What follows belongs to an exercise in optimizing a design on an open flow for a short achievable clock period and few clock cycles; a production flow would make more cautious choices.
Where RTL was checked, it was by simulation tests only, not by an equivalence proof against the original.
Power and IR drop assume default switching activity.

==> module cr16_carry, before the edit <==
module cr16_carry #(
    parameter int W = 16
) (
    input  logic         cin,
    input  logic [W-1:0] p,
    input  logic [W-1:0] g,
    output logic [W:0]   c
);
    localparam int L = $clog2(W + 1);
    logic [W:0] gg [L+1];
    logic [W:0] pp [L+1];
    assign gg[0] = {g, cin};
    assign pp[0] = {p, 1'b0};
    genvar l, k;
    generate
        for (l = 0; l < L; l++) begin : lvl
            for (k = 0; k <= W; k++) begin : pos
                if (k >= (1 << l)) begin : comb
                    assign gg[l+1][k] = gg[l][k] | (pp[l][k] & gg[l][k - (1 << l)]);
                    assign pp[l+1][k] = pp[l][k] & pp[l][k - (1 << l)];
                end else begin : pass_through
                    assign gg[l+1][k] = gg[l][k];
                    assign pp[l+1][k] = pp[l][k];
                end
            end
        end
    endgenerate
    assign c = gg[L];
endmodule
Settings: LEC_CHECK=0, CAP_MARGIN=20, CORE_MARGIN=2, CORE_UTILIZATION=50, SETUP_SLACK_MARGIN=3.7, SLEW_MARGIN=20, SYNTH_HIERARCHICAL=1, SYNTH_MINIMUM_KEEP_SIZE=0; clock period 6.0 ns.
run.sh (not shown) runs the stock make flow with config.mk's settings and CLKGATE_MAP_FILE= SYNTH_SCRIPT=/design/flow/synth_recipe.tcl, a recipe that flattens the netlist after the stock synthesis.
==> next run, changes <==
--- a/flow/design.v
+++ b/flow/design.v
@@ -140,11 +140,11 @@
     input  logic         cin,
     input  logic [W-1:0] p,
     input  logic [W-1:0] g,
     output logic [W:0]   c
 );
-    localparam int L = $clog2(W + 1);
+    localparam int L = (W + 1 <= 8) ? 3 : ((W + 1 <= 16) ? 4 : 5);
     logic [W:0] gg [L+1];
     logic [W:0] pp [L+1];
     assign gg[0] = {g, cin};
     assign pp[0] = {p, 1'b0};
     genvar l, k;
The changed run passed the timing, DRC and antenna checks.
Flip-flop and latch count does not change.
Critical path depth is unchanged.
First-iteration DRC count does not change.
Worst hold slack stays the same.
Worst setup slack is unchanged.
Area after synthesis is unchanged.
Routed wire length stays the same.
Global-route usage does not change.
Power does not change.
Die area does not change.
Clock skew stays the same.
Register-to-register slack is about the same.
Sequential share of layout area does not change.
Testbench counts after the change, summed over its fixed seeds: cycles 53,159.
Function not checked in the first run of this note: the RTL went through the layout flow alone.

---

## main
cr16_core, a different RTL version from the one above (not shown whole).
Size: ~2,300 cells after synthesis, ~58 I/O pins, about 0.030 sq mm of cells after synthesis.
make LEC_CHECK=0 CAP_MARGIN=20 CORE_MARGIN=2 CORE_UTILIZATION=50 SETUP_SLACK_MARGIN=3.7 SLEW_MARGIN=20 SYNTH_HIERARCHICAL=1 SYNTH_MINIMUM_KEEP_SIZE=0 finish   # period 6.0 ns
[inputs] the feature branch vs main
--- a/flow/design.v
+++ b/flow/design.v
@@ -110,15 +110,16 @@
     logic        zero_a, zero_s;
     assign ps = ~pa;
     assign ta = ga | pa;
     cr16_carry u_add (.cin(1'b0), .p(pa), .g(ga), .c(ca));
     cr16_carry u_sub (.cin(1'b1), .p(ps), .g(gs), .c(cs));
     assign sum_a = pa ^ ca[15:0];
     assign sum_s = ps ^ cs[15:0];
-    cr16_zero u_zero (.pa(pa), .ta(ta), .zero_a(zero_a), .zero_s(zero_s));
+    assign zero_a = (pa == {ta[14:0], 1'b0});
+    assign zero_s = (pa == 16'd0);
     always_comb begin
         flags = '0;
         if (sub) begin
             flags[FLAG_Z] = zero_s;
             flags[FLAG_F] = cs[16] ^ cs[15];
             flags[FLAG_C] = ~cs[16];
             flags[FLAG_L] = ~cs[16];
@@ -129,23 +130,14 @@
             flags[FLAG_C] = ca[16];
         end
     end
     assign result = ({16{sel[0] & ~sub}} & sum_a) | ({16{sel[0] & sub}} & sum_s)
                     | ({16{sel[1]}} & ga) | ({16{sel[2]}} & ta)
                     | ({16{sel[3]}} & pa) | ({16{pass}} & b);
 endmodule
-module cr16_zero (
-    input  logic [15:0] pa,
-    input  logic [15:0] ta,
-    output logic        zero_a,
-    output logic        zero_s
-);
-    assign zero_a = (pa == {ta[14:0], 1'b0});
-    assign zero_s = (pa == 16'd0);
-endmodule
 module cr16_carry #(
     parameter int W = 16
 ) (
     input  logic         cin,
     input  logic [W-1:0] p,
     input  logic [W-1:0] g,
     output logic [W:0]   c
@@ -573,14 +565,15 @@
 localparam logic [3:0] EXT_MOV   = 4'b0001;
 localparam logic [3:0] EXT_LOAD  = 4'b1010;
 localparam logic [3:0] EXT_STORE = 4'b1011;
     logic        pend;        
     logic        tx_fetch;    
     logic        tx_load;     
     logic        exec;        
+    logic        ld_pend;     
     logic        done;
     logic [15:0] pc;          
     logic [15:0] iw;          
     logic [15:0] op_a;        
     logic [15:0] op_b;        
     logic [15:0] op_pa;       
     logic [15:0] op_ga;       
@@ -598,15 +591,15 @@
     logic [4:0]  alu_flags;
     logic [15:0] next_pc;
     logic [15:0] pc_inc;
     logic [16:0] inc_c;
     logic [15:0] res;         
     logic [15:0] res_sel;     
     logic [3:0]  ld_rd;
-    logic [15:0] ld_we;       
+    logic [15:0] ld_we;
     assign done = mem_req && mem_ack;
     cr16_decoder u_decoder (
         .instr(mem_rdata), .flags(status_flags),
         .imm_sel(d_imm_sel), .imm(d_imm),
         .sub(d_sub), .sel(d_sel), .pass(d_pass), .wreg(d_wreg), .wflags(d_wflags),
         .load(d_load), .store(d_store), .taken(d_taken)
     );
@@ -664,35 +657,38 @@
         .sub(x_sub), .sel(x_sel), .pass(x_pass), .pa(op_pa), .ga(op_ga), .gs(op_gs),
         .b(op_b),
         .result(alu_result), .flags(alu_flags)
     );
     assign next_pc = x_jump ? tgt : pc;
     cr16_carry u_inc (.cin(1'b1), .p(pc), .g(16'd0), .c(inc_c));
     assign pc_inc = pc ^ inc_c[15:0];
+    always_comb begin
+        for (int i = 0; i < 16; i++) begin
+            ld_we[i] = ld_pend && ld_rd == 4'(i);
+        end
+    end
     always_ff @(posedge I_CLK or negedge I_NRESET) begin
         if (!I_NRESET) begin
             pend         <= 1'b1;
             tx_fetch     <= 1'b1;
             tx_load      <= 1'b0;
             exec         <= 1'b0;
+            ld_pend      <= 1'b0;
             mem_req      <= 1'b0;
             mem_we       <= 1'b0;
             mem_addr     <= P_RESET_VECTOR;
             mem_wdata    <= '0;
             pc           <= P_RESET_VECTOR;
             status_flags <= '0;
             ld_rd        <= '0;
-            ld_we        <= '0;
             res          <= '0;
             res_sel      <= '0;
         end else begin
             exec    <= done && tx_fetch;
-            for (int i = 0; i < 16; i++) begin
-                ld_we[i] <= done && !tx_fetch && tx_load && ld_rd == 4'(i);
-            end
+            ld_pend <= done && !tx_fetch && tx_load;
             res     <= alu_result;
             for (int i = 0; i < 16; i++) begin
                 res_sel[i] <= exec && x_wreg && iw[11:8] == 4'(i);
             end
             if (done) begin
                 mem_req <= 1'b0;
                 pend    <= 1'b1;
Findings:
Routed wire length per instance for the feature branch is higher than for main. Clock latency at the later pin of the worst-skew pair, main and the feature branch: larger value in main. Routability congestion estimate: the feature branch vs main up 7.5%. The feature branch ended with less total stage count of the critical path than main. Post-synthesis cell count in the feature branch is 40 lower than in main. Relative to main, number of cell instances on the worst register-to-register path has increased by 1 in the feature branch. NOTE count of clock-buffer cells in the layout main->the feature branch decreased by a little under 10%.
Testbench counts of the feature branch, summed over its fixed seeds: cycles 53,159.
For main, only the layout was checked, not whether the RTL still works.

[afterwards: timing with drivers on the ports]
In the flow no input, the clock included, has a driving cell. The finished layouts below were timed again as built, in two steps. Step 1 assumes that a clkbuf_16 drives the clock port and a buf_2 every other input. Step 2 moves the port delays by t, midway between the first and last clock arrival at a register: inputs arrive t later, outputs are due t later. That takes back most of the time a late clock gives input paths. Slacks: no drivers / after step 1 / after step 2; pairs: no drivers / after step 1.
run	t, ns	setup slack, ns	worst setup path after step 2	worst data-port slew with drivers (ns)
the first run of note 1	0.681	3.548 / 3.421 / 2.740	input to register	0.29
the second run of note 1	0.681	3.548 / 3.421 / 2.740	input to register	0.29
main	0.695	3.521 / 3.456 / 2.877	input to register	0.20
the feature branch	0.667	3.634 / 3.544 / 2.877	input to register	0.26
After both steps every run listed still meets setup and hold.
